What follows belongs to an exercise in optimizing a design on an open flow for small area; a production flow would make more cautious choices. RTL that was checked went through simulation tests only; none was proved equivalent to the original. For runs 1, 2, 7 and 8, only the layout was checked, not whether the RTL still works. Power is estimated from default activity; no workload was simulated.

--- flow/run.sh ---
#!/bin/bash
# Layout flow: the standard synthesis unchanged, then an area re-mapping of its
# combinational cells with ABC (every register cell kept as it is, same instance and
# type), checked equal to the standard netlist by Yosys; then the standard ORFS flow from
# the floorplan on, with buf_1 cells as the port buffers.
# Each tool writes its full output to a log of its own in this folder.
set -euo pipefail
HERE=$PWD
R=$HERE/orfs/results/$FLOW_PLATFORM/towerSceneTop/base
LIB=$FLOW_HOME/platforms/$FLOW_PLATFORM/lib/sky130_fd_sc_hd__tt_025C_1v80.lib

# 1. standard synthesis
bash standard.sh $R/1_2_yosys.v > synth.log 2>&1
cp $R/1_2_yosys.v std_1_2_yosys.v

# 2. re-map the combinational logic for area
DONT=""
for c in $(grep -o 'cell *( *"\?sky130_fd_sc_hd__\(lpflow\|probe\)[a-z0-9_]*' $LIB | grep -o 'sky130_fd_sc_hd__[a-z0-9_]*' | sort -u); do
	DONT="$DONT -dont_use $c"
done
FFS=$(grep -o 'sky130_fd_sc_hd__[a-z0-9_]*' std_1_2_yosys.v | sort -u | grep -E '__(df|edf|sdf|dl)' | tr '\n' ' ')
cp flow/resyn.abc resyn.abc
cat > resyn.ys <<EOS
read_liberty -overwrite -setattr liberty_cell -ignore_miss_func $LIB
read_verilog std_1_2_yosys.v
hierarchy -top $FLOW_TOP
setattr -mod -set blackbox 1 $FFS
flatten
opt_clean
techmap
opt -fast
abc -script $HERE/resyn.abc -liberty $LIB $DONT
opt_clean
setundef -zero
splitnets
opt_clean -purge
hilomap -singleton -hicell sky130_fd_sc_hd__conb_1 HI -locell sky130_fd_sc_hd__conb_1 LO
insbuf -buf sky130_fd_sc_hd__buf_4 A X
opt_clean -purge
tee -o resyn_stat.txt stat -liberty $LIB
write_verilog -noattr -nohex -nodec resyn_1_2_yosys.v
EOS
USE=std
if yosys -s resyn.ys > resyn.log 2>&1; then
	# prove the new netlist equal to the standard one: every register cell cut into ports
	# (paired by instance name), then ABC proves the combinational miter unsatisfiable
	python3 flow/cutff.py std_1_2_yosys.v eq_gold.v
	python3 flow/cutff.py resyn_1_2_yosys.v eq_gate.v
	sed -i 's/\b_\([0-9][0-9]*\)_\b/zz\1_/g' eq_gate.v
	cat > equiv.ys <<EOS
read_liberty -overwrite -ignore_miss_func $LIB
read_verilog eq_gold.v
rename $FLOW_TOP gold
read_verilog eq_gate.v
rename $FLOW_TOP gate
flatten
opt_clean
miter -equiv -flatten gold gate miter
hierarchy -top miter
flatten
opt_clean
setundef -zero
techmap
aigmap
opt_clean
write_aiger miter.aig
EOS
	if yosys -s equiv.ys > equiv.log 2>&1; then
		yosys-abc -c "read miter.aig; print_stats; strash; iprove" > equiv_abc.log 2>&1 || true
		if grep -q '^UNSATISFIABLE' equiv_abc.log; then
			USE=resyn
		fi
	fi
fi
echo "netlist used: $USE" > netlist_used.txt
if [[ $USE == resyn ]]; then
	cp resyn_1_2_yosys.v $R/1_2_yosys.v
	touch $R/1_2_yosys.v
fi

# 3. the rest of the standard flow
export BUFFER_PORTS_ARGS="-buffer_cell sky130_fd_sc_hd__buf_1"
export CTS_ARGS="-sink_clustering_enable -repair_clock_nets -dont_use_dummy_load -buf_list {sky130_fd_sc_hd__clkbuf_8} -root_buf sky130_fd_sc_hd__clkbuf_16 -sink_clustering_size 12 -sink_clustering_max_diameter 60"
bash standard.sh > layout.log 2>&1
--- flow/cutff.py ---
# cutff.py IN OUT: turns a flat gate-level netlist into a combinational one by replacing
# every register cell with ports: its Q becomes an input q__<inst>, each other data or
# control pin an output <pin>__<inst>; the clock pin is dropped. Used only to prove
# the re-mapped netlist equal to the standard one.
import re, sys
src = open(sys.argv[1]).read()
m = re.search(r'module\s+(\w+)\s*\((.*?)\);', src, re.S)
top, ports = m.group(1), m.group(2)
body = src[m.end():]
inst_re = re.compile(r'\n\s*(sky130_fd_sc_hd__(?:df|edf|sdf|dl)\w*)\s+(\S+)\s*\((.*?)\);', re.S)
newports = []
decls = []
assigns = []
def pname(pin, inst):
    n = re.sub(r'[^A-Za-z0-9_]', '_', inst)
    return '%s__%s' % (pin, n)
def repl(mm):
    cell, inst, pins = mm.group(1), mm.group(2), mm.group(3)
    for pin, net in re.findall(r'\.(\w+)\s*\(([^()]*)\)', pins):
        net = net.strip()
        if pin in ('CLK', 'CLK_N', 'GATE', 'GATE_N') or net == '':
            continue
        p = pname(pin, inst)
        newports.append(p)
        if pin in ('Q', 'Q_N'):
            decls.append('  input %s;' % p)
            assigns.append('  assign %s = %s ;' % (net, p))
        else:
            decls.append('  output %s;' % p)
            assigns.append('  assign %s = %s ;' % (p, net))
    return '\n'
body = inst_re.sub(repl, body)
body = body.replace('endmodule', '\n'.join(decls + assigns) + '\nendmodule', 1)
out = 'module %s(%s%s);' % (top, ports, ''.join(', ' + p for p in newports)) + body
open(sys.argv[2], 'w').write(src[:m.start()] + out)
--- flow/resyn.abc ---
&get -n; &st; &deepsyn -T 120; &put; dch -f; amap; topo
--- standard.sh ---
#!/bin/bash
# synth_recipe.tcl (not shown) runs the flow's synth.tcl, then flattens the netlist and writes it again
# the make line also repeats each setting of config.mk as NAME=value (left out here)
make -C /OpenROAD-flow-scripts/flow DESIGN_CONFIG=/design/flow/config.mk WORK_HOME=/design/flow/orfs CLKGATE_MAP_FILE= SYNTH_SCRIPT=/design/flow/synth_recipe.tcl "${@:-finish}"
--- config.mk ---
export PLATFORM = sky130hd
export DESIGN_NAME = towerSceneTop
export DESIGN_NICKNAME = towerSceneTop
export VERILOG_FILES = /design/flow/design.v
export SDC_FILE = /design/flow/constraint.sdc
export NUM_CORES = 4
export LEC_CHECK = 0
export CAP_MARGIN = 20
export CORE_MARGIN = 2
export CORE_UTILIZATION = 40
export SLEW_MARGIN = 20
--- constraint.sdc ---
create_clock -name core_clock -period 8.0 [get_ports {clk}]
set_input_delay 1.6000 -clock core_clock [delete_from_list [all_inputs] [get_ports {clk}]]
set_output_delay 1.6000 -clock core_clock [all_outputs]
set_load 0.01 [all_outputs]
--- design.v ---
package gamePkg;
	localparam int GROUND_Y = 440;  
	localparam int TOWER_W = 28;
	localparam int TOWER_H = 58;
	localparam int MAX_TOWERS = 10;
	localparam int TOWERS_WAIT = 100;  
	localparam int PARKED_TY = 481;  
	localparam int SPAWN_TY = -58;  
	localparam int SPAWN_MARGIN = 64;
	localparam logic [15:0] LFSR_SEED = 16'hACE1;
	localparam logic [15:0] LFSR_TAPS = 16'hB400;
	localparam logic [7:0] SKY_COLOR = 8'h5F;  
	localparam logic [7:0] GROUND_COLOR = 8'h8C;  
	localparam logic [7:0] WALL_COLOR = 8'h92;  
	localparam logic [7:0] WINDOW_COLOR = 8'hFC;  
endpackage
module spawnPosition (
	input logic clk,
	input logic resetN,
	input logic startOfFrame,
	output logic [8:0] column
);
	logic [15:0] lfsr;
	always_ff @(posedge clk or negedge resetN) begin
		if (!resetN) begin
			lfsr <= gamePkg::LFSR_SEED;
		end else if (startOfFrame) begin
			lfsr <= (lfsr >> 1) ^ (lfsr[0] ? gamePkg::LFSR_TAPS : 16'h0000);
		end
	end
	assign column = lfsr[8:0];
endmodule
module towerField (
	input logic clk,
	input logic resetN,
	input logic startOfFrame,
	input logic pause,
	input logic [10:0] px,
	input logic [10:0] py,
	input logic [8:0] column,
	output logic tower,
	output logic alt
);
	localparam int N = gamePkg::MAX_TOWERS;
	localparam logic [9:0] SPAWN_ROW = 10'(gamePkg::SPAWN_TY + 64);
	logic [3:0] spawned;  
	logic fresh;  
	logic [6:0] addTimer;
	logic [3:0] count;
	assign count = spawned + {3'b000, fresh};
	always_ff @(posedge clk or negedge resetN) begin
		if (!resetN) begin
			spawned <= '0;
			fresh <= 1'b1;
			addTimer <= 7'(gamePkg::TOWERS_WAIT);
		end else if (startOfFrame) begin
			spawned <= count;
			fresh <= (addTimer == '0) && (count != 4'(N));
			if (addTimer != '0) begin
				addTimer <= addTimer - 1'b1;
			end else begin
				addTimer <= 7'(gamePkg::TOWERS_WAIT);
			end
		end
	end
	logic [11:0] xs;
	logic [11:0] ys;
	logic xIn;
	logic yIn;
	logic [9:0] xsN;
	logic [9:0] ysN;
	assign xs = {1'b0, px} - 12'd64;
	assign ys = {1'b0, py} + 12'd64;
	assign xIn = xs[11:10] == 2'b00;
	assign yIn = ys[11:10] == 2'b00;
	assign xsN = ~xs[9:0];
	assign ysN = ~ys[9:0];
	logic valid [N];
	logic hitT [N];
	logic opaqueT [N];
	logic windowT [N];
	genvar i;
	generate
		for (i = 0; i < N; i++) begin : g_tower
			logic [8:0] col;
			logic [9:0] row;
			logic [3:0] frac;
			logic respawn;
			logic respawnNow;
			logic fall;
			logic carry;
			logic [10:0] inc;  
			logic [9:0] sx;  
			logic [10:0] cx;
			logic [9:0] sy;  
			logic [10:0] cy;
			logic hitX;
			logic hitY;
			assign valid[i] = spawned > 4'(i);
			assign respawn = !valid[i] || (row[9] && row[5]);
			assign respawnNow = startOfFrame && respawn;
			assign fall = startOfFrame && !pause;
			always_ff @(posedge clk) begin
				if (respawnNow) begin
					col <= column;
				end
			end
			assign carry = frac[3] || (frac[2] && frac[1] && frac[0]);
			assign inc[0] = fall && !carry;
			assign inc[1] = fall && (carry || row[0]);
			for (genvar b = 2; b < 11; b++) begin : g_inc
				assign inc[b] = inc[b - 1] && row[b - 1];
			end
			always_ff @(posedge clk) begin
				if (respawnNow) begin
					row <= SPAWN_ROW;
					frac <= '0;
				end else begin
					row <= row ^ inc[9:0];
					frac[0] <= frac[0] ^ fall;
					frac[1] <= frac[1] ^ (fall && frac[0]);
					frac[2] <= frac[2] ^ (fall && frac[0] && frac[1]);
					frac[3] <= frac[3] ^ (fall && !(frac[0] && frac[1] && frac[2]));
				end
			end
			assign cx[0] = 1'b0;
			for (genvar b = 0; b < 9; b++) begin : g_ax
				assign sx[b] = xsN[b] ^ col[b] ^ cx[b];
				assign cx[b + 1] = (xsN[b] && col[b]) || (cx[b] && (xsN[b] || col[b]));
			end
			assign sx[9] = xsN[9] ^ cx[9];
			assign cx[10] = xsN[9] && cx[9];
			assign hitX = xIn && !cx[10] && (sx[9:5] == 5'h1F) && !(!sx[4] && !sx[3] && !sx[2]);
			assign cy[0] = 1'b0;
			for (genvar b = 0; b < 10; b++) begin : g_ay
				assign sy[b] = ysN[b] ^ row[b] ^ cy[b];
				assign cy[b + 1] = (ysN[b] && row[b]) || (cy[b] && (ysN[b] || row[b]));
			end
			assign hitY = yIn && !cy[10] && (sy[9:6] == 4'hF)
				&& !(!sy[5] && !sy[4] && !sy[3] && (!sy[2] || !sy[1]));
			assign hitT[i] = valid[i] && hitX && hitY;
			towerShape u_shape (
				.ox (~sx[4:0]),
				.oy (~sy[5:0]),
				.opaque (opaqueT[i]),
				.window (windowT[i])
			);
		end
	endgenerate
	logic [10:0] parkedDy;
	logic parkedHit;
	logic parkedOpaque;
	logic parkedWindow;
	assign parkedDy = py - 11'(gamePkg::PARKED_TY);
	assign parkedHit = fresh && (px[10:5] == '0) && !(px[4] && px[3] && px[2])
		&& (py >= 11'(gamePkg::PARKED_TY)) && (py < 11'(gamePkg::PARKED_TY + gamePkg::TOWER_H));
	towerShape u_parkedShape (
		.ox (px[4:0]),
		.oy (parkedDy[5:0]),
		.opaque (parkedOpaque),
		.window (parkedWindow)
	);
	logic towerNext;
	logic altNext;
	always_comb begin
		logic anyHit;
		logic op;
		logic win;
		anyHit = 1'b0;
		op = 1'b0;
		win = 1'b0;
		for (int k = 0; k < N; k++) begin
			if (hitT[k]) begin
				anyHit = 1'b1;
				op = opaqueT[k];
				win = windowT[k];
			end
		end
		if (parkedHit) begin
			anyHit = 1'b1;
			op = parkedOpaque;
			win = parkedWindow;
		end
		towerNext = anyHit && op;
		altNext = towerNext ? win : (py >= 11'(gamePkg::GROUND_Y));
	end
	always_ff @(posedge clk or negedge resetN) begin
		if (!resetN) begin
			tower <= 1'b0;
			alt <= 1'b0;
		end else begin
			tower <= towerNext;
			alt <= altNext;
		end
	end
endmodule
module towerShape (
	input logic [4:0] ox,  
	input logic [5:0] oy,  
	output logic opaque,
	output logic window
);
	assign opaque = !((oy < 6'd6) && ox[2]);
	assign window = (oy >= 6'd20) && (oy < 6'd28) && (ox >= 5'd10) && (ox < 5'd18);
endmodule
module pixelMux (
	input logic clk,
	input logic resetN,
	input logic tower,
	input logic alt,
	output logic [7:0] rgb,
	output logic towerPixel
);
	logic [1:0] stage2;
	logic [1:0] stage3;
	always_ff @(posedge clk or negedge resetN) begin
		if (!resetN) begin
			stage2 <= '0;
			stage3 <= '0;
		end else begin
			stage2 <= {tower, alt};
			stage3 <= stage2;
		end
	end
	always_comb begin
		case (stage3)
			2'b00: rgb = gamePkg::SKY_COLOR;
			2'b01: rgb = gamePkg::GROUND_COLOR;
			2'b10: rgb = gamePkg::WALL_COLOR;
			default: rgb = gamePkg::WINDOW_COLOR;
		endcase
	end
	assign towerPixel = stage3[1];
endmodule
module towerSceneTop (
	input logic clk,
	input logic resetN,
	input logic startOfFrame,
	input logic pause,
	input logic [21:0] pixel,  
	output logic [7:0] rgb,
	output logic towerPixel
);
	logic [8:0] column;
	logic tower;
	logic alt;
	spawnPosition u_spawnPosition (
		.clk (clk),
		.resetN (resetN),
		.startOfFrame (startOfFrame),
		.column (column)
	);
	towerField u_towerField (
		.clk (clk),
		.resetN (resetN),
		.startOfFrame (startOfFrame),
		.pause (pause),
		.px (pixel[21:11]),
		.py (pixel[10:0]),
		.column (column),
		.tower (tower),
		.alt (alt)
	);
	pixelMux u_pixelMux (
		.clk (clk),
		.resetN (resetN),
		.tower (tower),
		.alt (alt),
		.rgb (rgb),
		.towerPixel (towerPixel)
	);
endmodule
==> out/results.txt, run 1 <==
Status = timing/DRC/antenna clean
Most frequent CP cell = clkinv_1
Period minus WS final = 6.68 ns
End-of-flow core utilization = 44.8%
CP Class = in -> reg
Fmax = 150 MHz
RSZ-0062 raised after global routing = no
Overflow after GRT = 0
CTS max path bufs = 3
Data required, critical path = 8.40 ns
Post-route cell area = 16,000 sq um
Post-synthesis cell count = 1,905
Clock-pin slew on the worst setup and hold paths = 0.08 ns
Total track usage = 25.7%
TritonCTS clock tree = built
Vias = 13,975
Flop2flop setup slack = 2.85 ns
Final setup vio count = 0
Die area = 37,900 sq um
Worst Setup SP = pixel[6]
Worst reg2reg path depth = 19
Cells after DPL = 2,436
Max Slew Vio Count = 0
Post-DP Area = 15,500 sq um
Fin cells = 2,467
CP max stage delay = 0.56 ns
Crit path buf inv count = 9
Clock Sinks = 264
Hold slack = 0.356 ns
Leak = 5.68 nW
Most frequent cells in the layout = 367 x nor2_1, 232 x o21ai_0, 223 x clkinv_1
Worst r2r dst = u_towerField.alt$_DFF_PN0_
Final nets = 2,033
GPL Wtd Cong = 0.992
Layout area overhead = 9.99%
Postcts setup bufs = 0
Worst EP arrival = 7.07 ns
DRC = 0
Syn_area_per_cell = 7.63 sq um
Number of I/O pins = 35
Overall die width = 195 um
Hold WC Path Type = reg -> reg
H-tree levels = 1
Hold Buf Count CTS = 0
Layout cells sized above 1 = 4.49%
DP HPWL = 37,600 um
Synth Warn # = 9
Syn Std Cell Area = 14,500 sq um
First DRT Iteration DRCs = 1,316
Clock skew = 0.0771 ns
Commonest non-fill, non-tap cell in the layout = nor2_1
Hold Violations, Final = 0
Worst slew pin tran = 1.05 ns
Final worst setup slack = 1.32 ns
TritonCTS Buffers = 30
DIE HEIGHT = 195 um
Vias/cell = 5.66
Post-route ant nets = 0
Initial antenna violation count = 2
Filler instances = 3,586
Worst Setup EP = u_towerField.alt$_DFF_PN0_
Vias in the first global route = 12,713
Row cnt = 69
Number of cells on the critical path = 28
Cell class contributing the biggest share of worst-path delay = compound AO/OA/AOI/OAI gates
R2r startpoint = u_towerField.spawned[1]$_DFFE_PN0P_
Tot Pwr = 5.05 mW
Setup TNS = 0 ns
WL/cell = 19.9 um
Clk Latency, worst-skew pair = 0.55 ns
DP Worst Slack = 0.998 ns
First-pass GRT wire length = 74,500 um
Max_slew headroom = 29.4%
PortBufs = 34
Sequential cell area = 6370 sq um
Tcrit/Tclk final = 83.5%
Max-Cap Viols = 0
First-pass detailed-route iteration total = 6
Core Region = 35,700 sq um
Post-CTS sizing = 0
Max VDD drop = 0.000139 V
Root Buffer = clkbuf_16
Worst Setup End Kind = flip-flop
Startpoint types = input pin
Worst Path Max Fanout = 17
Slowest cell on crit path = nor4_1
Net Count, Synth = 1,931
PD cells = 316 nW/um^2
Starting Density = 40.8%
Overall routed net length = 49,200 um
Largest net degree at the start of global routing = 41
Multi-input logic area = 7340 sq um
## layout make-up
class,count,share of cell area [%]
sequential,264,39.9
antenna,1,0.0157
tap,461,3.61
multi-input combinational,1417,45.9
inverter,223,5.24
clock buffer,30,2.79
timing repair buffer,71,2.54
## worst reg2reg max path, stage by stage, from the launching register on
cell and delay, ns:
dfrtp_1 0.40, clkinv_1 0.24, nor2b_1 0.40, nor3_1 0.16
a2111oi_0 0.40, o221ai_1 0.22, nor4_1 0.29, o311ai_0 0.25
a21oi_1 0.17, o221ai_1 0.12, a2111oi_0 0.68, clkinv_1 0.21
o311a_1 0.40, nor3_1 0.15, a21oi_1 0.06, o221ai_1 0.21
nand3b_1 0.11, o311ai_0 0.13, o21ai_0 0.23, o21bai_1 0.17
## worst min-delay path by stage
stage,start,endpoint,slack (ns),depth (start not counted)
2_1_floorplan,u_towerField.alt$_DFF_PN0_,u_pixelMux.stage2[0]$_DFF_PN0_,0.33,0
3_3_place_gp,u_pixelMux.stage2[0]$_DFF_PN0_,u_pixelMux.stage3[0]$_DFF_PN0_,0.33,0
3_5_place_dp,u_pixelMux.stage2[0]$_DFF_PN0_,u_pixelMux.stage3[0]$_DFF_PN0_,0.34,0
4_1_cts,u_pixelMux.stage2[0]$_DFF_PN0_,u_pixelMux.stage3[0]$_DFF_PN0_,0.36,0
5_1_grt,u_towerField.alt$_DFF_PN0_,u_pixelMux.stage2[0]$_DFF_PN0_,0.36,0
6_report,u_pixelMux.stage2[1]$_DFF_PN0_,u_pixelMux.stage3[1]$_DFF_PN0_,0.36,0
## where the power goes
part | internal, mW | leakage [nW] | total [mW] | switching (mW)
logic | 0.681 | 3.06 | 1.98 | 1.30
registers | 1.86 | 2.40 | 2.23 | 0.362
clock network | 0.366 | 0.231 | 0.845 | 0.478
## layer usage
metal  vias to the layer above  share of wire [%]  track usage, %
met5                         -              0.018               0
met4                         2                4.6            10.7
met3                       107                6.1            3.73
met2                       405                 44            41.3
met1                      6417                 45            34.8
li1                       7044                  -               -
## flip-flops by register name (all words and copies together), names as in the netlist
name,count
u_pixelMux.stage2,2
u_pixelMux.stage3,2
u_spawnPosition.lfsr,16
u_towerField.addTimer,7
u_towerField.alt,1
u_towerField.fresh,1
u_towerField.g_tower.col,90
u_towerField.g_tower.frac,40
u_towerField.g_tower.row,100
u_towerField.spawned,4
u_towerField.tower,1
==> inputs of run 2 (changes only) <==
--- a/design.v
+++ b/design.v
@@ -43,5 +43,5 @@
 );
 	localparam int N = gamePkg::MAX_TOWERS;
-	localparam logic [9:0] SPAWN_ROW = 10'(gamePkg::SPAWN_TY + 64);
+	localparam logic [9:0] SPAWN_ROWN = ~10'(gamePkg::SPAWN_TY + 64);
 	logic [3:0] spawned;  
 	logic fresh;  
@@ -68,12 +68,8 @@
 	logic xIn;
 	logic yIn;
-	logic [9:0] xsN;
-	logic [9:0] ysN;
 	assign xs = {1'b0, px} - 12'd64;
 	assign ys = {1'b0, py} + 12'd64;
 	assign xIn = xs[11:10] == 2'b00;
 	assign yIn = ys[11:10] == 2'b00;
-	assign xsN = ~xs[9:0];
-	assign ysN = ~ys[9:0];
 	logic valid [N];
 	logic hitT [N];
@@ -83,6 +79,6 @@
 	generate
 		for (i = 0; i < N; i++) begin : g_tower
-			logic [8:0] col;
-			logic [9:0] row;
+			logic [8:0] colN;
+			logic [9:0] rowN;
 			logic [3:0] frac;
 			logic respawn;
@@ -98,24 +94,24 @@
 			logic hitY;
 			assign valid[i] = spawned > 4'(i);
-			assign respawn = !valid[i] || (row[9] && row[5]);
+			assign respawn = !valid[i] || !(rowN[9] || rowN[5]);
 			assign respawnNow = startOfFrame && respawn;
 			assign fall = startOfFrame && !pause;
 			always_ff @(posedge clk) begin
 				if (respawnNow) begin
-					col <= column;
+					colN <= ~column;
 				end
 			end
 			assign carry = frac[3] || (frac[2] && frac[1] && frac[0]);
 			assign inc[0] = fall && !carry;
-			assign inc[1] = fall && (carry || row[0]);
+			assign inc[1] = fall && (carry || !rowN[0]);
 			for (genvar b = 2; b < 11; b++) begin : g_inc
-				assign inc[b] = inc[b - 1] && row[b - 1];
+				assign inc[b] = inc[b - 1] && !rowN[b - 1];
 			end
 			always_ff @(posedge clk) begin
 				if (respawnNow) begin
-					row <= SPAWN_ROW;
+					rowN <= SPAWN_ROWN;
 					frac <= '0;
 				end else begin
-					row <= row ^ inc[9:0];
+					rowN <= rowN ^ inc[9:0];
 					frac[0] <= frac[0] ^ fall;
 					frac[1] <= frac[1] ^ (fall && frac[0]);
@@ -124,23 +120,23 @@
 				end
 			end
-			assign cx[0] = 1'b0;
+			assign cx[0] = 1'b1;
 			for (genvar b = 0; b < 9; b++) begin : g_ax
-				assign sx[b] = xsN[b] ^ col[b] ^ cx[b];
-				assign cx[b + 1] = (xsN[b] && col[b]) || (cx[b] && (xsN[b] || col[b]));
-			end
-			assign sx[9] = xsN[9] ^ cx[9];
-			assign cx[10] = xsN[9] && cx[9];
-			assign hitX = xIn && !cx[10] && (sx[9:5] == 5'h1F) && !(!sx[4] && !sx[3] && !sx[2]);
-			assign cy[0] = 1'b0;
+				assign sx[b] = xs[b] ^ colN[b] ^ cx[b];
+				assign cx[b + 1] = (xs[b] && colN[b]) || (cx[b] && (xs[b] || colN[b]));
+			end
+			assign sx[9] = !(xs[9] ^ cx[9]);
+			assign cx[10] = xs[9] || cx[9];
+			assign hitX = xIn && cx[10] && (sx[9:5] == 5'h00) && !(sx[4] && sx[3] && sx[2]);
+			assign cy[0] = 1'b1;
 			for (genvar b = 0; b < 10; b++) begin : g_ay
-				assign sy[b] = ysN[b] ^ row[b] ^ cy[b];
-				assign cy[b + 1] = (ysN[b] && row[b]) || (cy[b] && (ysN[b] || row[b]));
-			end
-			assign hitY = yIn && !cy[10] && (sy[9:6] == 4'hF)
-				&& !(!sy[5] && !sy[4] && !sy[3] && (!sy[2] || !sy[1]));
+				assign sy[b] = ys[b] ^ rowN[b] ^ cy[b];
+				assign cy[b + 1] = (ys[b] && rowN[b]) || (cy[b] && (ys[b] || rowN[b]));
+			end
+			assign hitY = yIn && cy[10] && (sy[9:6] == 4'h0)
+				&& !(sy[5] && sy[4] && sy[3] && (sy[2] || sy[1]));
 			assign hitT[i] = valid[i] && hitX && hitY;
 			towerShape u_shape (
-				.ox (~sx[4:0]),
-				.oy (~sy[5:0]),
+				.ox (sx[4:0]),
+				.oy (sy[5:0]),
 				.opaque (opaqueT[i]),
 				.window (windowT[i])
--- a/flow/run.sh
+++ b/flow/run.sh
@@ -81,4 +81,4 @@
 # 3. the rest of the standard flow
 export BUFFER_PORTS_ARGS="-buffer_cell sky130_fd_sc_hd__buf_1"
-export CTS_ARGS="-sink_clustering_enable -repair_clock_nets -dont_use_dummy_load -buf_list {sky130_fd_sc_hd__clkbuf_8} -root_buf sky130_fd_sc_hd__clkbuf_16 -sink_clustering_size 12 -sink_clustering_max_diameter 60"
+export CTS_ARGS="-sink_clustering_enable -repair_clock_nets -dont_use_dummy_load -buf_list {sky130_fd_sc_hd__clkbuf_8} -root_buf sky130_fd_sc_hd__clkbuf_8 -sink_buffer_max_cap_derate 1.6"
 bash standard.sh > layout.log 2>&1
==> flow/resyn.abc (replaced) <==
&get -n; &st; &deepsyn -T 60; &put; amap; topo
--- a/config.mk
+++ b/config.mk
@@ -6,6 +6,7 @@
 export NUM_CORES = 4
 export LEC_CHECK = 0
-export CAP_MARGIN = 20
+export CAP_MARGIN = 0
 export CORE_MARGIN = 2
 export CORE_UTILIZATION = 40
-export SLEW_MARGIN = 20
+export GPL_TIMING_DRIVEN = 0
+export SLEW_MARGIN = 0
==> run 2 against run 1 <==
  * Synthesized cell count is 2.9% lower
  * The run now fails in clock tree synthesis
  * Synthesized area is 2.5% lower
==> out/results.txt, run 2 <==
Syn_area_per_cell = 7.66 sq um
Number of I/O pins = 35
Row cnt = 68
Starting Density = 40.8%
DIE HEIGHT = 192 um
Error = [ERROR CTS-0109] sink_buffer_max_cap_derate needs to be between 0 and 1.0.
Net Count, Synth = 1,875
Overall die width = 192 um
Synth Warn # = 9
Failed at = clock tree synthesis
Post-synthesis cell count = 1,849
DP HPWL = 27,000 um
PortBufs = 34
Syn Std Cell Area = 14,200 sq um
GPL Wtd Cong = 0.883
Cells after DPL = 2,345
Status = did not finish
run 2: worst max-delay path by stage:
stage                                                      end  slack, ns  cells after the start
detailed placement                  u_towerField.alt$_DFF_PN0_      -0.54                     19
global placement    u_towerField.g_tower[0].rowN[9]$_SDFF_PP0_      -1.23                     25
floorplan           u_towerField.g_tower[0].rowN[9]$_SDFF_PP0_       2.07                     24
run 2: power by group through the flow:
stage                     Combinational [mW]  Sequential [mW]  Clock (mW)
after detailed placement               0.664             1.65           0
after global placement                 0.643             1.64           0
after floorplan                        0.456             1.63           0
run 2: stage by stage:
| step | worst slack (ns) | utilization (%) | instance area [sq um] | total power, mW |
|---|---|---|---|---|
| after floorplan | 2.07 | - | 14200 | 2.09 |
| after detailed placement | -0.535 | 43.3 | 15000 | 2.31 |
| after global placement | -1.23 | 42.8 | 14900 | 2.29 |
==> inputs of run 3 (changes only) <==
--- a/design.v
+++ b/design.v
@@ -43,5 +43,6 @@
 );
 	localparam int N = gamePkg::MAX_TOWERS;
-	localparam logic [9:0] SPAWN_ROWN = ~10'(gamePkg::SPAWN_TY + 64);
+	localparam logic [9:0] SPAWN_ROW = 10'(gamePkg::SPAWN_TY + 64);
+	localparam logic [9:0] SPAWN_ROWN = ~SPAWN_ROW;
 	logic [3:0] spawned;  
 	logic fresh;  
--- a/flow/run.sh
+++ b/flow/run.sh
@@ -81,4 +81,4 @@
 # 3. the rest of the standard flow
 export BUFFER_PORTS_ARGS="-buffer_cell sky130_fd_sc_hd__buf_1"
-export CTS_ARGS="-sink_clustering_enable -repair_clock_nets -dont_use_dummy_load -buf_list {sky130_fd_sc_hd__clkbuf_8} -root_buf sky130_fd_sc_hd__clkbuf_8 -sink_buffer_max_cap_derate 1.6"
+export CTS_ARGS="-sink_clustering_enable -repair_clock_nets -dont_use_dummy_load -buf_list {sky130_fd_sc_hd__clkbuf_8} -root_buf sky130_fd_sc_hd__clkbuf_8 -sink_clustering_size 16 -sink_clustering_max_diameter 80"
 bash standard.sh > layout.log 2>&1
==> run 3 against run 2 <==
  * The run now finishes clean
  * Synthesized area grew 0.28%
  * Synthesized cell count shrank 1.7%
==> out/results.txt, run 3 <==
Status = timing/DRC/antenna clean
Overflow after GRT = 0
Tot Pwr = 4.11 mW
Antenna fix cells = 0
Reg with most FFs = u_towerField.g_tower.rowN
Max_slew headroom = 6.23%
Clk Latency, worst-skew pair = 0.58 ns
Leak = 5.39 nW
Root Buffer = clkbuf_8
Layout cells sized above 1 = 3.20%
Max reg flops = 100
CTS max path bufs = 3
Clock-pin slew on the worst setup and hold paths = 0.08 ns
Data required, critical path = 8.49 ns
DRC = 0
H-tree levels = 1
CP Class = in -> reg
Worst EP arrival = 8.02 ns
TritonCTS Buffers = 21
DP HPWL = 28,300 um
Hold WC Path Type = reg -> reg
Max-Cap Viols = 0
Overall die width = 192 um
Worst slew pin tran = 1.41 ns
Tcrit/Tclk final = 94.0%
Largest net degree at the start of global routing = 35
GPL Wtd Cong = 0.871
Hold Violations, Final = 0
Row cnt = 69
Worst Path Max Fanout = 15
PD cells = 268 nW/um^2
Die area = 37,000 sq um
Hold slack = 0.353 ns
Worst Setup End Kind = flip-flop
Total track usage = 22.0%
Overall routed net length = 41,000 um
Synth Warn # = 9
Final setup vio count = 0
Post-route ant nets = 0
Setup TNS = 0 ns
TritonCTS clock tree = built
Postcts setup bufs = 0
Period minus WS final = 7.52 ns
Starting Density = 40.2%
Clock Sinks = 264
Commonest non-fill, non-tap cell in the layout = nor2_1
Vias = 13,067
Net Count, Synth = 1,843
Layout area overhead = 7.85%
Vias/cell = 5.59
First-pass detailed-route iteration total = 5
Core Region = 35,300 sq um
RSZ-0062 raised after global routing = no
Final nets = 1,903
DIE HEIGHT = 192 um
Number of I/O pins = 35
Syn Std Cell Area = 14,200 sq um
Max Slew Vio Count = 0
Vias in the first global route = 11,497
Fin cells = 2,336
Initial antenna violation count = 1
Max VDD drop = 0.000145 V
Biggest regs = u_towerField.g_tower.rowN x100, u_towerField.g_tower.colN x90, u_towerField.g_tower.frac x40
WL/cell = 17.6 um
PortBufs = 34
Startpoint types = input pin
Fmax = 133 MHz
Clock skew = 0.0561 ns
Most frequent cells in the layout = 341 x nor2_1, 255 x o21ai_0, 210 x nand2_1
Cells after DPL = 2,314
Syn_area_per_cell = 7.82 sq um
First DRT Iteration DRCs = 871
First-pass GRT wire length = 62,300 um
Post-synthesis cell count = 1,817
## run 3: worst max-delay path, cell delays in order
cell and delay [ns]:
buf_1 0.48, clkinv_1 0.61, nand2_1 0.29, nor2_1 0.08, a21oi_1 0.60, clkinvlp_4 0.56, nor2_1 0.28, a21oi_1 0.08
xnor2_1 0.14, a2111o_1 0.31, a2111oi_0 0.52, o2111ai_1 0.35, o41ai_1 0.50, a41oi_1 0.09, nor3_1 0.17, a31oi_1 0.06
nor2_1 0.11, a311oi_1 0.08, or4_1 0.50, nand3_1 0.17, o211ai_1 0.13, o211ai_1 0.15, a31o_1 0.14
## run 3: metal layers
metal | up-vias | share of wire (%) | GRT usage, %
met5 | - | 0 | 0
met3 | 71 | 5.8 | 3.73
met1 | 6010 | 44 | 28.0
met2 | 280 | 47 | 38.1
li1 | 6706 | - | -
met4 | 0 | 2.9 | 6.87
## run 3: worst paths after layout
check                      depth (start not counted)  slack, ns                                 from                                    to
max                                               23       0.48                            pixel[17]            u_towerField.alt$_DFF_PN0_
min                                                0       0.35       u_pixelMux.stage2[1]$_DFF_PN0_        u_pixelMux.stage3[1]$_DFF_PN0_
max reg2reg                                       21       3.33  u_towerField.spawned[1]$_DFFE_PN0P_            u_towerField.alt$_DFF_PN0_
min reg2reg                                        0       0.35       u_pixelMux.stage2[1]$_DFF_PN0_        u_pixelMux.stage3[1]$_DFF_PN0_
max in group asynchronous                          1       6.41                               resetN  u_towerField.addTimer[1]$_DFFE_PN0P_
min in group asynchronous                          1       1.09                               resetN  u_towerField.addTimer[3]$_DFFE_PN0P_
## run 3: final cells by class
class	count	area, sq um
Inverter	193	737
Clock buffer	21	289
Multi-Input combinational cell	1359	7140
Tap cell	461	577
Buffer	1	7.51
Timing Repair Buffer	37	200
Fill cell	3547	20000
Sequential cell	264	6370
## run 3: per-stage QoR
stage	setup slack [ns]	utilization, %	instance area (sq um)
finish	0.478	43.4	15300
global route	0.0377	43.4	15300
CTS	0.0893	43.3	15300
detailed placement	-1.19	42.4	15000
global placement	-1.23	42.2	14900
floorplan	2.14	-	14200
## run 3: where the power goes
part	internal [mW]	switching (mW)
combinational	0.479	0.960
sequential	1.77	0.219
clock	0.236	0.443
## run 3: timing repair
item                       CTS  global route
pin swaps                    0             0
hold buffers                 0             0
resized for setup            3             7
setup endpoints to repair    2             2
==> inputs of run 4 (changes only) <==
--- a/config.mk
+++ b/config.mk
@@ -6,7 +6,7 @@
 export NUM_CORES = 4
 export LEC_CHECK = 0
-export CAP_MARGIN = 0
+export CAP_MARGIN = 10
 export CORE_MARGIN = 2
 export CORE_UTILIZATION = 40
 export GPL_TIMING_DRIVEN = 0
-export SLEW_MARGIN = 0
+export SLEW_MARGIN = 10
==> run 4 against run 3 <==
  * Via count is 0.41% higher
  * Core utilization is 0.26 points higher
  * First-iteration DRC count is 3.0% higher
  * Highest routed layer unchanged
  * Global-route usage is 0.21 points higher
  * Non-clock buffer count is 6 higher
  * Clock skew is 0.013 ns higher
  * Sequential share of layout area is 0.25 points lower
  * Sequential power hardly changed
  * Setup slack better by 0.0017 ns
  * Synthesized cell count stayed put
==> out/results.txt, run 4 <==
Overall routed net length = 41,100 um
Fin cells = 2,343
Max reg flops = 100
Most frequent cells in the layout = 340 x nor2_1, 255 x o21ai_0, 210 x nand2_1
Row cnt = 69
Vias = 13,121
Vias in the first global route = 11,571
Final setup vio count = 0
Overall die width = 192 um
Data required, critical path = 8.45 ns
Max VDD drop = 0.000140 V
Max-Cap Viols = 0
Syn_area_per_cell = 7.82 sq um
Flop2flop setup slack = 3.33 ns
Period minus WS final = 7.52 ns
Synth Warn # = 9
Layout cells sized above 1 = 3.67%
Setup TNS = 0 ns
DRC = 0
PD cells = 268 nW/um^2
Worst slew pin tran = 1.31 ns
Worst Path Max Fanout = 20
Final nets = 1,909
Largest net degree at the start of global routing = 35
Tcrit/Tclk final = 94.0%
Die area = 37,000 sq um
First-pass GRT wire length = 63,000 um
H-tree levels = 1
Tot Pwr = 4.13 mW
First DRT Iteration DRCs = 897
Root Buffer = clkbuf_8
Syn Std Cell Area = 14,200 sq um
Clock skew = 0.0695 ns
Hold WC Path Type = reg -> reg
Overflow after GRT = 0
Postcts setup bufs = 0
Initial antenna violation count = 1
Post-synthesis cell count = 1,817
Max_slew headroom = 12.9%
Reg with most FFs = u_towerField.g_tower.rowN
Core Region = 35,300 sq um
Biggest regs = u_towerField.g_tower.rowN x100, u_towerField.g_tower.colN x90, u_towerField.g_tower.frac x40
Clock-pin slew on the worst setup and hold paths = 0.07 ns
RSZ-0062 raised after global routing = no
Max Slew Vio Count = 0
Hold slack = 0.353 ns
Fmax = 133 MHz
Hold Violations, Final = 0
Multi-input logic area = 7140 sq um
Vias/cell = 5.60
PortBufs = 34
Filler instances = 3,536
TritonCTS clock tree = built
GPL Wtd Cong = 0.871
DIE HEIGHT = 192 um
Worst Setup End Kind = flip-flop
WL/cell = 17.6 um
Layout area overhead = 8.51%
End-of-flow core utilization = 43.7%
Net Count, Synth = 1,843
DP HPWL = 28,500 um
Clock Sinks = 264
Startpoint types = input pin
CP Class = in -> reg
Number of I/O pins = 35
TritonCTS Buffers = 21
Total track usage = 22.2%
Leak = 5.44 nW
Commonest non-fill, non-tap cell in the layout = nor2_1
Worst EP arrival = 7.97 ns
Clk Latency, worst-skew pair = 0.59 ns
First-pass detailed-route iteration total = 7
Post-route ant nets = 0
Status = timing/DRC/antenna clean
Starting Density = 40.2%
CTS max path bufs = 3
Sequential cell area = 6370 sq um
Cells after DPL = 2,320
run 4: path summary, 6_finish.rpt:
path	end	start	cells past startpoint
hold reg to reg	u_pixelMux.stage3[1]$_DFF_PN0_	u_pixelMux.stage2[1]$_DFF_PN0_	0
min in group asynchronous	u_towerField.addTimer[3]$_DFFE_PN0P_	resetN	1
hold / removal	u_pixelMux.stage3[1]$_DFF_PN0_	u_pixelMux.stage2[1]$_DFF_PN0_	0
max in group asynchronous	u_pixelMux.stage3[1]$_DFF_PN0_	resetN	1
setup reg to reg	u_towerField.alt$_DFF_PN0_	u_towerField.g_tower[1].rowN[7]$_SDFF_PP1_	19
setup / recovery	u_towerField.alt$_DFF_PN0_	pixel[7]	26
run 4: cell type report:
| class | count | share of cell area [%] |
|---|---|---|
| clock buffer | 21 | 1.87 |
| timing repair buffer | 43 | 1.92 |
| tap | 461 | 3.74 |
| antenna | 1 | 0.0162 |
| multi-input combinational | 1359 | 46.3 |
| inverter | 193 | 4.76 |
| buffer | 1 | 0.0487 |
| sequential | 264 | 41.3 |
run 4: metrics by stage:
step / setup slack (ns) / cell area, sq um
after CTS: 0.161 / 15400
final: 0.479 / 15400
after detailed placement: -1.18 / 15100
after global routing: 0.000179 / 15400
after global placement: -1.23 / 14900
after floorplan: 2.14 / 14200
run 4: where the power goes:
part	switching (mW)	internal [mW]
clock	0.441	0.236
combinational	0.960	0.498
sequential	0.221	1.77
total	1.62	2.50
run 4: what timing repair did:
action / CTS / global route
hold buffers: 0 / 0
hold endpoints to repair: 0 / 0
endpoints found under the setup margin: 2 / 2
gates resized for setup: 2 / 6
run 4: critical path, cell delays in order:
cell and delay, ns:
clkdlybuf4s15_1 0.68, clkinvlp_4 0.56, nor2_1 0.46, nand2_1 0.16, o21ai_0 0.39, clkinv_2 0.62
nor2_1 0.33, o2111a_1 0.23, o2111ai_1 0.13, a21oi_1 0.13, o21ai_0 0.13, a21oi_1 0.12
nor3b_1 0.34, nand2_1 0.09, o22ai_1 0.17, a21oi_1 0.09, a31oi_1 0.17, nor2_1 0.06
a311oi_1 0.42, or3_1 0.25, nand3_1 0.11, nor2b_1 0.19, nor2_1 0.11, o21bai_1 0.12
nand2_1 0.09, a31o_1 0.19
run 4: per-layer routing:
layer	global-route usage (%)	vias up	share of wire, %
met3	2.76	68	5.8
met1	29.1	6045	44
li1	-	6726	-
met5	0	-	0
met4	6.52	0	2.6
met2	38.4	282	47
==> inputs of run 5 (changes only) <==
--- a/config.mk
+++ b/config.mk
@@ -6,7 +6,7 @@
 export NUM_CORES = 4
 export LEC_CHECK = 0
-export CAP_MARGIN = 10
+export CAP_MARGIN = 20
 export CORE_MARGIN = 2
 export CORE_UTILIZATION = 40
 export GPL_TIMING_DRIVEN = 0
-export SLEW_MARGIN = 10
+export SLEW_MARGIN = 20
==> run 5 against run 4 <==
  * Setup slack got worse by 0.033 ns
  * Register-to-register slack barely moved
  * Hold slack got worse by 0.0017 ns
  * Non-clock buffer count did not move
  * Global-route usage barely moved
  * Flip-flop and latch count did not move
  * Synthesized cell count did not move
  * Largest cell class unchanged
  * Highest routed layer unchanged
==> out/results.txt, run 5 <==
Max VDD drop = 0.000134 V
DIE HEIGHT = 192 um
Max_slew headroom = 14.9%
Final nets = 1,909
Multi-input logic area = 7150 sq um
Postcts setup bufs = 0
Flop2flop setup slack = 3.34 ns
Period minus WS final = 7.55 ns
CTS max path bufs = 3
TritonCTS clock tree = built
First-pass GRT wire length = 63,000 um
Fmax = 132 MHz
Leak = 5.45 nW
Vias in the first global route = 11,635
Startpoint types = input pin
DRC = 0
Vias/cell = 5.60
Hold WC Path Type = reg -> reg
Post-synthesis cell count = 1,817
Worst Setup SP = pixel[17]
Grt peak-use layer = met2
Max Slew Vio Count = 0
DP HPWL = 28,500 um
Met3 usage = 3.42%
Met1 usage = 28.6%
Max-Cap Viols = 0
H-tree levels = 1
Cells after DPL = 2,321
Post-DP Area = 15,100 sq um
Overall routed net length = 41,100 um
PD cells = 267 nW/um^2
TritonCTS Buffers = 21
Overall die width = 192 um
Worst EP arrival = 8.05 ns
Core Region = 35,300 sq um
Status = timing/DRC/antenna clean
Syn Std Cell Area = 14,200 sq um
Crit path buf inv count = 3
Die area = 37,000 sq um
Post-route ant nets = 0
Number of I/O pins = 35
Sequential cell area = 6370 sq um
PortBufs = 34
Tcrit/Tclk final = 94.4%
Worst Path Max Fanout = 15
Post-route cell area = 15,400 sq um
GPL Wtd Cong = 0.871
Max reg flops = 100
Final setup vio count = 0
CP Class = in -> reg
Syn_area_per_cell = 7.82 sq um
Reg with most FFs = u_towerField.g_tower.rowN
R2r startpoint = u_towerField.g_tower[0].colN[1]$_DFFE_PP_
Clock Sinks = 264
Worst reg2reg path depth = 27
End-of-flow core utilization = 43.7%
Overflow after GRT = 0
Final worst setup slack = 0.446 ns
Clk Latency, worst-skew pair = 0.58 ns
Layout cells sized above 1 = 3.83%
Layout area overhead = 8.52%
Number of cells on the critical path = 23
Data required, critical path = 8.50 ns
Worst slew pin tran = 1.26 ns
Starting Density = 40.2%
Hold Violations, Final = 0
Net Count, Synth = 1,843
Biggest regs = u_towerField.g_tower.rowN x100, u_towerField.g_tower.colN x90, u_towerField.g_tower.frac x40
First-pass detailed-route iteration total = 5
WL/cell = 17.5 um
Synth Warn # = 9
Hold Buf Count CTS = 0
Cell class contributing the biggest share of worst-path delay = compound AO/OA/AOI/OAI gates
GR Util met2 = 37.5%
Vias = 13,115
Largest net degree at the start of global routing = 35
Clock-pin slew on the worst setup and hold paths = 0.07 ns
Total track usage = 22.2%
Initial antenna violation count = 0
First DRT Iteration DRCs = 853
Most frequent cells in the layout = 340 x nor2_1, 255 x o21ai_0, 210 x nand2_1
Crit path cell chain = buf_1, clkinv_1, nand2_1, nor2_1, a21oi_1, clkinv_1, nor2_1, a21oi_1, xnor2_1, a2111o_1, a2111oi_0, o2111ai_1, o41ai_1, a41oi_1, nor3_1, a31oi_1, nor2_1, a311oi_1, or4_1, nand3_1, o211ai_1, o211ai_1, a31o_1
Filler instances = 3,565
Commonest non-fill, non-tap cell in the layout = nor2_1
Tot Pwr = 4.12 mW
Row cnt = 69
Worst r2r dst = u_towerField.alt$_DFF_PN0_
CP max stage delay = 0.65 ns
Fin cells = 2,343
Worst Setup End Kind = flip-flop
RSZ-0062 raised after global routing = no
Slowest cell on crit path = clkinv_1
Root Buffer = clkbuf_8
Worst Setup EP = u_towerField.alt$_DFF_PN0_
Most frequent CP cell = nor2_1
Clock skew = 0.0575 ns
DP Worst Slack = -1.22 ns
[run 5: cell type report]
type	instances	share of cell area [%]
multi-input combinational	1359	46.3
timing repair buffer	43	1.90
antenna	1	0.0162
inverter	193	4.76
buffer	1	0.0487
sequential	264	41.3
tap	461	3.74
clock buffer	21	1.87
[run 5: per-stage QoR]
stage / hold WS [ns] / TNS [ns]
floorplan: 0.331 / 0
CTS: 0.353 / 0
finish: 0.352 / 0
global placement: 0.332 / -54.33
global route: 0.357 / 0
detailed placement: 0.336 / -2.29
[run 5: layer usage]
metal | routed length [um] | up-vias
met5 | 0 | -
met4 | 1460 | 0
met2 | 19000 | 349
met1 | 17900 | 5945
li1 | - | 6735
met3 | 2710 | 86
[run 5: timing repair]
| item | 4_1_cts | 5_1_grt |
|---|---|---|
| resized for setup | 2 | 6 |
| hold endpoints to repair | 0 | 0 |
| setup endpoints to repair | 2 | 2 |
| cloned | 0 | 0 |
| pin swaps | 0 | 0 |
[run 5: how the worst min path moves through the flow]
stage                                    from                              to  slack (ns)  cells past startpoint
4_1_cts        u_pixelMux.stage2[1]$_DFF_PN0_  u_pixelMux.stage3[1]$_DFF_PN0_        0.35                      0
6_report       u_pixelMux.stage2[1]$_DFF_PN0_  u_pixelMux.stage3[1]$_DFF_PN0_        0.35                      0
3_5_place_dp   u_pixelMux.stage2[1]$_DFF_PN0_  u_pixelMux.stage3[1]$_DFF_PN0_        0.34                      0
3_3_place_gp   u_pixelMux.stage2[1]$_DFF_PN0_  u_pixelMux.stage3[1]$_DFF_PN0_        0.33                      0
2_1_floorplan      u_towerField.alt$_DFF_PN0_  u_pixelMux.stage2[0]$_DFF_PN0_        0.33                      0
5_1_grt        u_pixelMux.stage2[1]$_DFF_PN0_  u_pixelMux.stage3[1]$_DFF_PN0_        0.36                      0
[run 5: where the power goes]
part           leakage (nW)  internal (mW)  switching, mW
sequential             2.40           1.77          0.220
combinational          2.89          0.495          0.963
clock                 0.151          0.236          0.439
total                  5.45           2.50           1.62
==> inputs of run 6 (changes only) <==
--- a/config.mk
+++ b/config.mk
@@ -8,5 +8,5 @@
 export CAP_MARGIN = 20
 export CORE_MARGIN = 2
-export CORE_UTILIZATION = 40
+export CORE_UTILIZATION = 60
 export GPL_TIMING_DRIVEN = 0
 export SLEW_MARGIN = 20
==> run 6 against run 5 <==
  * Final cell count down 6.3%
  * Largest cell class unchanged
  * Clock skew is 0.018 ns lower
  * Clock-buffer cell count shrank 1
  * Flip-flop and latch count unchanged
  * Sequential power about the same
  * Combinational power is essentially flat
==> out/results.txt, run 6 <==
Most frequent cells in the layout = 340 x nor2_1, 255 x o21ai_0, 211 x nand2_1
WL/cell = 17.8 um
Sw frac = 39.3%
Starting Density = 60.9%
Worst EP arrival = 8.16 ns
Worst Path Max Fanout = 13
Post-synthesis cell count = 1,817
Hold slack = 0.362 ns
PD cells = 269 nW/um^2
Status = timing/DRC/antenna clean
Flop2flop setup slack = 3.34 ns
Setup TNS = 0 ns
RSZ-0062 raised after global routing = no
Most frequent CP cell = nand2_1
Row cnt = 56
Die area = 24,900 sq um
Max_slew headroom = 18.2%
DIE HEIGHT = 158 um
First-pass detailed-route iteration total = 7
Max reg flops = 100
Sequential power share = 48.7%
Overflow after GRT = 0
Commonest non-fill, non-tap cell in the layout = nor2_1
First-pass GRT wire length = 59,700 um
H-tree levels = 1
Leak = 5.42 nW
Worst Setup End Kind = flip-flop
Vias = 13,216
Tcrit/Tclk final = 96.2%
Final setup vio count = 0
Hold Crit Start = u_towerField.tower$_DFF_PN0_
Hold WC Path Type = reg -> reg
Max-Cap Viols = 0
Clock Sinks = 264
R2r startpoint = u_towerField.g_tower[0].colN[1]$_DFFE_PP_
Post-route cell area = 15,200 sq um
Overall die width = 158 um
End-of-flow core utilization = 65.1%
DP HPWL = 27,200 um
Net Count, Synth = 1,843
CP max stage delay = 0.68 ns
Hold Buf Count CTS = 0
Max VDD drop = 0.000211 V
Overall routed net length = 39,200 um
DRC = 0
Syn_area_per_cell = 7.82 sq um
Hold Violations, Final = 0
Switching pwr = 1.61 mW
CTS max path bufs = 3
Number of I/O pins = 35
Filler instances = 2,073
Startpoint types = input pin
CP Class = in -> reg
Number of cells on the worst hold path = 0
TritonCTS clock tree = built
Clk Latency, worst-skew pair = 0.57 ns
Total track usage = 31.3%
Worst reg2reg path depth = 27
Fmax = 130 MHz
Worst slew pin tran = 1.21 ns
Core Region = 23,300 sq um
Initial antenna violation count = 0
Post-route ant nets = 0
Layout cells sized above 1 = 3.46%
Clock skew = 0.0394 ns
Cell class contributing the biggest share of worst-path delay = simple AND/OR/NAND/NOR gates
Final nets = 1,905
Vias in the first global route = 11,373
Root Buffer = clkbuf_8
Biggest regs = u_towerField.g_tower.rowN x100, u_towerField.g_tower.colN x90, u_towerField.g_tower.frac x40
Period minus WS final = 7.69 ns
GPL Wtd Cong = 0.934
Internal power = 2.48 mW
Reg with most FFs = u_towerField.g_tower.rowN
Layout area overhead = 6.96%
Worst r2r dst = u_towerField.alt$_DFF_PN0_
PortBufs = 34
Clock Power Share = 15.9%
Post-DP Area = 14,900 sq um
Syn Std Cell Area = 14,200 sq um
Synth Warn # = 9
Worst-case hold path end point = u_pixelMux.stage2[1]$_DFF_PN0_
Data required, critical path = 8.46 ns
Clock-pin slew on the worst setup and hold paths = 0.10 ns
Antenna fix cells = 0
Vias/cell = 6.02
Slowest cell on crit path = clkdlybuf4s15_1
Gate power share = 35.4%
Crit path buf inv count = 3
Max Slew Vio Count = 0
Largest net degree at the start of global routing = 35
First DRT Iteration DRCs = 991
TritonCTS Buffers = 20
==> run 6: cell types whose count changed in the layout (fill, tap and decap cells not counted) <==
cell             previous run  this run
buf_16                      1         2
clkinv_1                  189       190
buf_2                      12        11
nand2_2                     1         0
inv_4                       1         2
buf_6                       4         2
nand2_1                   210       211
buf_8                       2         1
clkinv_2                    2         0
clkbuf_8                   21        20
clkdlybuf4s15_1             1         2
buf_12                      2         1
diode_2                     1         0
==> run 6: worst max path at each step <==
| stage | from | to | slack (ns) | cells after the start |
|---|---|---|---|---|
| 2_1_floorplan | pixel[17] | u_towerField.alt$_DFF_PN0_ | 2.14 | 25 |
| 3_3_place_gp | pixel[6] | u_towerField.alt$_DFF_PN0_ | -0.93 | 26 |
| 3_5_place_dp | pixel[6] | u_towerField.alt$_DFF_PN0_ | -1.01 | 26 |
| 4_1_cts | pixel[7] | u_towerField.alt$_DFF_PN0_ | 0.32 | 26 |
| 5_1_grt | pixel[17] | u_towerField.alt$_DFF_PN0_ | 0.02 | 24 |
| 6_report | pixel[7] | u_towerField.alt$_DFF_PN0_ | 0.31 | 26 |
==> run 6: layout make-up <==
class | instances | area (sq um) | area share, %
plain buffers | 1 | 7.51 | 0.0494
clock buffers | 20 | 275 | 1.81
inverters | 193 | 733 | 4.82
multi-input cells | 1359 | 7140 | 47.0
flip-flops and latches | 264 | 6370 | 41.9
well taps | 319 | 399 | 2.63
repair buffers | 40 | 268 | 1.76
==> run 6: per-layer routing <==
metal  GRT usage [%]  routed length (um)
met4            10.8                1380
met2            51.6               17700
met1            42.2               16900
met3            4.71                3120
met5               0                   0
==> run 6: through the flow <==
stage / power (mW) / instances / setup WS [ns]
finish: 4.09 / 2196 / 0.306
global placement: 3.37 / 2170 / -0.926
floorplan: 3.03 / 1817 / 2.14
detailed placement: 3.44 / 2176 / -1.01
global route: 4.40 / 2196 / 0.0166
CTS: 4.09 / 2196 / 0.317
==> run 6: repair_timing <==
action / in CTS / in global routing
endpoints found under the hold margin: 0 / 0
endpoints found under the setup margin: 2 / 2
resized for setup: 2 / 5
buffers inserted: 0 / 0
==> run 6: power groups by stage <==
stage | Clock (mW) | Sequential (mW) | Combinational [mW]
after floorplan | 0 | 1.97 | 1.07
after global placement | 0 | 2.00 | 1.36
after detailed placement | 0 | 2.02 | 1.42
after CTS | 0.666 | 1.99 | 1.43
after global routing | 0.712 | 2.04 | 1.65
final | 0.652 | 1.99 | 1.45
==> inputs of run 7 (changes only) <==
--- a/design.v
+++ b/design.v
@@ -43,6 +43,5 @@
 );
 	localparam int N = gamePkg::MAX_TOWERS;
-	localparam logic [9:0] SPAWN_ROW = 10'(gamePkg::SPAWN_TY + 64);
-	localparam logic [9:0] SPAWN_ROWN = ~SPAWN_ROW;
+	localparam logic [9:0] SPAWN_ROWN = ~10'(gamePkg::SPAWN_TY + 64);
 	logic [3:0] spawned;  
 	logic fresh;  
--- a/flow/run.sh
+++ b/flow/run.sh
@@ -81,4 +81,4 @@
 # 3. the rest of the standard flow
 export BUFFER_PORTS_ARGS="-buffer_cell sky130_fd_sc_hd__buf_1"
-export CTS_ARGS="-sink_clustering_enable -repair_clock_nets -dont_use_dummy_load -buf_list {sky130_fd_sc_hd__clkbuf_8} -root_buf sky130_fd_sc_hd__clkbuf_8 -sink_clustering_size 16 -sink_clustering_max_diameter 80"
+export CTS_ARGS="-sink_clustering_enable -repair_clock_nets -dont_use_dummy_load -buf_list {sky130_fd_sc_hd__clkbuf_8} -root_buf sky130_fd_sc_hd__clkbuf_16 -sink_clustering_size 12 -sink_clustering_max_diameter 60"
 bash standard.sh > layout.log 2>&1
--- a/config.mk
+++ b/config.mk
@@ -8,5 +8,5 @@
 export CAP_MARGIN = 20
 export CORE_MARGIN = 2
-export CORE_UTILIZATION = 60
+export CORE_UTILIZATION = 40
 export GPL_TIMING_DRIVEN = 0
 export SLEW_MARGIN = 20
==> run 7 against run 6 <==
  * Fmax up 7.1%
  * Still clean on timing, DRC and antenna
  * Non-clock buffer count up 8
  * Largest power group unchanged
  * Global-route usage down 9.9 points
  * Register-to-register slack better by 0.11 ns
  * Largest cell class unchanged
  * Sequential power down 19%
==> out/results.txt, run 7 <==
Starting Density = 40.8%
Root Buffer = clkbuf_16
Worst EP arrival = 7.59 ns
TritonCTS clock tree = built
Postcts setup bufs = 0
Reg with most FFs = u_towerField.g_tower.rowN
Commonest non-fill, non-tap cell in the layout = nor2_1
Overflow after GRT = 0
Largest net degree at the start of global routing = 35
Row cnt = 68
Post-route ant nets = 0
Hold WC Path Type = reg -> reg
Clk Latency, worst-skew pair = 0.52 ns
Most frequent CP cell = o21ai_0
Status = timing/DRC/antenna clean
Biggest regs = u_towerField.g_tower.rowN x100, u_towerField.g_tower.colN x90, u_towerField.g_tower.frac x40
H-tree levels = 1
Syn_area_per_cell = 7.66 sq um
CTS max path bufs = 3
Layout area overhead = 10.1%
Vias/cell = 5.50
WL/cell = 16.6 um
TritonCTS Buffers = 30
DP Worst Slack = -0.315 ns
Layout cells sized above 1 = 4.41%
Overall routed net length = 39,500 um
DRC = 0
Max reg flops = 100
Vias = 13,122
Worst Setup End Kind = flip-flop
Clock skew = 0.0294 ns
Core Region = 34,700 sq um
GPL Wtd Cong = 0.883
Hold Violations, Final = 0
Data required, critical path = 8.40 ns
DP HPWL = 27,500 um
Period minus WS final = 7.19 ns
Max Slew Vio Count = 0
Final worst setup slack = 0.813 ns
Worst slew pin tran = 1.16 ns
Overall die width = 192 um
Post-synthesis cell count = 1,849
Initial antenna violation count = 1
Crit path cell chain = buf_2, clkinv_1, nor2_1, nand2_1, o21ai_0, clkinvlp_4, o21ai_0, xor2_1, or4_1, nor4_1, o2111ai_1, o31ai_1, o221a_1, o221ai_1, nand3_1, o211ai_1, o311ai_0, nand2_1, o21ai_0
Vias in the first global route = 11,223
Net Count, Synth = 1,875
Die area = 36,900 sq um
RSZ-0062 raised after global routing = no
Final setup vio count = 0
DIE HEIGHT = 192 um
CP max stage delay = 0.61 ns
Startpoint types = input pin
Max_slew headroom = 22.1%
Tcrit/Tclk final = 89.8%
Leak = 5.75 nW
Most frequent cells in the layout = 384 x nor2_1, 267 x o21ai_0, 226 x a21oi_1
PD cells = 201 nW/um^2
Fmax = 139 MHz
Synth Warn # = 9
Max VDD drop = 0.000142 V
Total track usage = 21.4%
Hold Buf Count CTS = 0
Clock Sinks = 264
First-pass detailed-route iteration total = 8
PortBufs = 34
First DRT Iteration DRCs = 784
Tot Pwr = 3.13 mW
First-pass GRT wire length = 60,900 um
CP Class = in -> reg
Clock-pin slew on the worst setup and hold paths = 0.08 ns
Syn Std Cell Area = 14,200 sq um
Number of I/O pins = 35
Worst Path Max Fanout = 19
Slowest cell on crit path = clkinvlp_4
End-of-flow core utilization = 44.9%
Max-Cap Viols = 0
Post-CTS sizing = 0
Final nets = 1,956
run 7: changes by cell type in the layout (fill, tap and decap cells not counted), moves of 15 or more:
cell	change
nor2_1	+44
a21oi_1	+50
clkinv_1	-17
o211ai_1	-22
a211o_1	-18
o22ai_1	-15
run 7: final timing paths:
kind | slack, ns | start | depth (start not counted) | endpoint
worst max-delay path | 0.81 | pixel[6] | 19 | u_towerField.alt$_DFF_PN0_
worst min-delay path | 0.36 | u_pixelMux.stage2[0]$_DFF_PN0_ | 0 | u_pixelMux.stage3[0]$_DFF_PN0_
worst max register to register | 3.45 | u_towerField.spawned[1]$_DFFE_PN0P_ | 14 | u_towerField.alt$_DFF_PN0_
worst min register to register | 0.36 | u_pixelMux.stage2[0]$_DFF_PN0_ | 0 | u_pixelMux.stage3[0]$_DFF_PN0_
max in group asynchronous | 6.39 | resetN | 1 | u_spawnPosition.lfsr[14]$_DFFE_PN0P_
min in group asynchronous | 1.15 | resetN | 1 | u_spawnPosition.lfsr[8]$_DFFE_PN0P_
run 7: worst max-delay path, delay by kind of cell:
kind / cells / cell delay (ns)
xor+xnor: 1 / 0.10
buf+inv: 3 / 1.47
simple gates: 6 / 1.77
compound gates: 9 / 2.62
run 7: layout make-up:
type	count	area, sq um
Timing Repair Buffer	48	362
Fill cell	3470	19100
Sequential cell	264	6370
Multi-Input combinational cell	1409	7170
Clock buffer	30	447
Timing Repair inverter	1	5.00
Antenna cell	1	2.50
Tap cell	455	569
Inverter	175	664
Buffer	1	7.51
run 7: layer usage:
| layer | track usage, % | vias up | routed length [um] |
|---|---|---|---|
| li1 | - | 6806 | - |
| met2 | 34.1 | 333 | 17100 |
| met5 | 0 | - | 0 |
| met4 | 5.75 | 0 | 1080 |
| met3 | 2.41 | 61 | 2220 |
| met1 | 30.8 | 5922 | 19100 |
run 7: report_power, final:
part / total, mW / leakage [nW] / internal, mW / switching (mW)
registers: 1.62 / 2.43 / 1.54 / 0.0797
clock network: 0.833 / 0.231 / 0.368 / 0.465
logic: 0.679 / 3.09 / 0.215 / 0.463
run 7: per-stage QoR:
step | cells | hold slack [ns] | TNS [ns] | area, sq um
3_5_place_dp | 2352 | 0.340 | -0.389 | 15100
2_1_floorplan | 1849 | 0.331 | 0 | 14200
5_1_grt | 2383 | 0.362 | 0 | 15600
4_1_cts | 2382 | 0.359 | 0 | 15600
6_report | 2384 | 0.357 | 0 | 15600
3_3_place_gp | 2338 | 0.340 | -45.92 | 14900
==> inputs of run 8 (changes only) <==
--- a/config.mk
+++ b/config.mk
@@ -6,7 +6,7 @@
 export NUM_CORES = 4
 export LEC_CHECK = 0
-export CAP_MARGIN = 20
+export CAP_MARGIN = 0
 export CORE_MARGIN = 2
 export CORE_UTILIZATION = 40
 export GPL_TIMING_DRIVEN = 0
-export SLEW_MARGIN = 20
+export SLEW_MARGIN = 0
==> run 8 against run 7 <==
  * Setup slack improved by 0.033 ns
  * Register-to-register slack got worse by 0.02 ns
  * Largest cell class unchanged
  * Fmax increased by 0.46%
  * Critical path depth unchanged
  * Via count decreased by 0.87%
  * Still clean
  * Flip-flop and latch count unchanged
  * Clock-buffer cell count unchanged
==> out/results.txt, run 8 <==
CP Class = in -> reg
First-pass detailed-route iteration total = 7
DP HPWL = 27,000 um
First DRT Iteration DRCs = 814
TritonCTS Buffers = 30
R2r startpoint = u_towerField.spawned[1]$_DFFE_PN0P_
Max_slew headroom = 6.25%
DIE HEIGHT = 192 um
Hold Violations, Final = 0
Filler instances = 3,478
Most frequent CP cell = o21ai_0
Core Region = 34,700 sq um
Status = timing/DRC/antenna clean
CTS max path bufs = 3
RSZ-0062 raised after global routing = no
Reg with most FFs = u_towerField.g_tower.rowN
Max VDD drop = 0.000146 V
Starting Density = 40.8%
First-pass GRT wire length = 61,400 um
Fmax = 140 MHz
Antenna fix cells = 0
Max-Cap Viols = 0
Worst reg2reg path depth = 17
Clk Latency, worst-skew pair = 0.52 ns
Flop2flop setup slack = 3.43 ns
Initial antenna violation count = 1
Layout area overhead = 9.33%
Row cnt = 68
GPL Wtd Cong = 0.883
Syn Std Cell Area = 14,200 sq um
Largest net degree at the start of global routing = 35
Vias = 13,008
Layout cells sized above 1 = 3.96%
PD cells = 202 nW/um^2
TritonCTS clock tree = built
Number of I/O pins = 35
Commonest non-fill, non-tap cell in the layout = nor2_1
Vias/cell = 5.47
Syn_area_per_cell = 7.66 sq um
Hold Buf Count CTS = 0
Overall die width = 192 um
Hold Crit Start = u_pixelMux.stage2[0]$_DFF_PN0_
H-tree levels = 1
Postcts setup bufs = 0
Worst slew pin tran = 1.41 ns
Worst Path Max Fanout = 19
Tcrit/Tclk final = 89.4%
Leak = 5.70 nW
Worst Setup End Kind = flip-flop
Worst r2r dst = u_towerField.alt$_DFF_PN0_
CP max stage delay = 0.57 ns
Worst-case hold path end point = u_pixelMux.stage3[0]$_DFF_PN0_
Most frequent cells in the layout = 384 x nor2_1, 267 x o21ai_0, 226 x a21oi_1
Clock Sinks = 264
Root Buffer = clkbuf_16
Max reg flops = 100
Clock skew = 0.0412 ns
Max Slew Vio Count = 0
Setup TNS = 0 ns
Die area = 36,900 sq um
Overflow after GRT = 0
Cells after DPL = 2,345
Number of cells on the worst hold path = 0
WL/cell = 16.7 um
Hold WC Path Type = reg -> reg
Slowest cell on crit path = clkinvlp_4
Final nets = 1,949
Fin cells = 2,376
PortBufs = 34
Final setup vio count = 0
Vias in the first global route = 11,236
Total track usage = 21.5%
Synth Warn # = 9
Period minus WS final = 7.15 ns
Worst EP arrival = 7.55 ns
Sequential cell area = 6370 sq um
Crit path cell chain = clkbuf_2, clkinv_1, nor2_1, nand2_1, o21ai_0, clkinvlp_4, o21ai_0, xor2_1, or4_1, nor4_1, o2111ai_1, o31ai_1, o221a_1, o221ai_1, nand3_1, o211ai_1, o311ai_0, nand2_1, o21ai_0
DRC = 0
Overall routed net length = 39,600 um
Net Count, Synth = 1,875
Biggest regs = u_towerField.g_tower.rowN x100, u_towerField.g_tower.colN x90, u_towerField.g_tower.frac x40
Startpoint types = input pin
Post-synthesis cell count = 1,849
Post-route ant nets = 0
Multi-input logic area = 7170 sq um
Data required, critical path = 8.39 ns
Clock-pin slew on the worst setup and hold paths = 0.08 ns
run 8: changes by cell type in the layout (fill, tap and decap cells not counted):
cell      change
diode_2       -1
clkbuf_2      +1
buf_8         -3
buf_4         -1
buf_2         -3
buf_6         -2
buf_1         +2
buf_16        -1
run 8: layout make-up:
| type | instances | share of cell area (%) |
|---|---|---|
| multi-input combinational | 1409 | 46.3 |
| sequential | 264 | 41.1 |
| inverter | 175 | 4.29 |
| tap | 455 | 3.67 |
| clock buffer | 30 | 2.88 |
| timing repair buffer | 41 | 1.66 |
| buffer | 1 | 0.0485 |
| timing repair inverter | 1 | 0.0323 |
run 8: power by group:
part           internal, mW  total, mW  switching, mW
clock                 0.368      0.840          0.473
combinational         0.210      0.672          0.462
sequential             1.54       1.62         0.0787
total                  2.12       3.13           1.01
run 8: layer usage:
metal	up-vias	GRT usage [%]	part of all wire [%]	wire [um]
met5	-	0	0.033	13
met4	2	5.43	2.5	999
met3	55	2.48	5.5	2160
met2	281	34.3	43	17200
met1	5884	30.9	49	19300
li1	6786	-	-	-
run 8: how the worst max path moves through the flow:
stage / from / endpoint / depth (start not counted)
2_1_floorplan: startOfFrame / u_towerField.g_tower[0].rowN[9]$_SDFF_PP0_ / 24
3_3_place_gp: startOfFrame / u_towerField.g_tower[0].rowN[9]$_SDFF_PP0_ / 25
3_5_place_dp: pixel[6] / u_towerField.alt$_DFF_PN0_ / 19
4_1_cts: pixel[6] / u_towerField.alt$_DFF_PN0_ / 19
5_1_grt: pixel[6] / u_towerField.alt$_DFF_PN0_ / 22
6_report: pixel[6] / u_towerField.alt$_DFF_PN0_ / 19
run 8: what timing repair did:
| action | 4_1_cts | 5_1_grt |
|---|---|---|
| hold endpoints to repair | 0 | 0 |
| gates cloned | 0 | 1 |
| gates resized for setup | 1 | 5 |
| setup endpoints to repair | 1 | 2 |
run 8: worst max-delay path: cells and delay by family:
family	cells	cell delay [ns]
xor gates and xnor gates	1	0.11
buffers and inverters	3	1.49
AOI/OAI and AO/OA	9	2.58
and+or+nand+nor	6	1.74
run 8: metrics by stage:
step	setup WS [ns]	utilization, %	cell area (sq um)	hold WS (ns)	power [mW]
2_1_floorplan	2.07	-	14200	0.331	2.09
3_3_place_gp	-1.23	42.8	14900	0.340	2.29
3_5_place_dp	-0.535	43.3	15000	0.340	2.31
4_1_cts	0.0894	44.6	15500	0.356	3.16
5_1_grt	0.219	44.6	15500	0.364	3.31
6_report	0.846	44.6	15500	0.350	3.13

[afterwards: timing with drivers on the ports]
The flow's constraints put no driver on any port. The routed layouts listed below were extracted and timed again, unchanged, in two steps. Step 1 assumes that a clkbuf_16 drives the clock port and a buf_2 every other input. Step 2 also shifts input and output timing later by t, the mid clock arrival at the registers, as if the neighbouring blocks saw the same clock. a / b / c = no drivers / after step 1 / after step 2; a / b = the first two.
run | t, ns | setup WS [ns]
run 1 | 0.565 | 1.323 / 1.354 / 0.790
run 3 | 0.601 | 0.478 / 0.502 / -0.099
run 4 | 0.606 | 0.479 / 0.509 / -0.097
run 5 | 0.602 | 0.446 / 0.471 / -0.131
run 6 | 0.595 | 0.306 / 0.329 / -0.265
run 7 | 0.550 | 0.813 / 0.830 / 0.279
run 8 | 0.548 | 0.846 / 0.841 / 0.293
Met with ideal ports but missed after step 2: setup timing in run 3, run 4, run 5 and run 6.
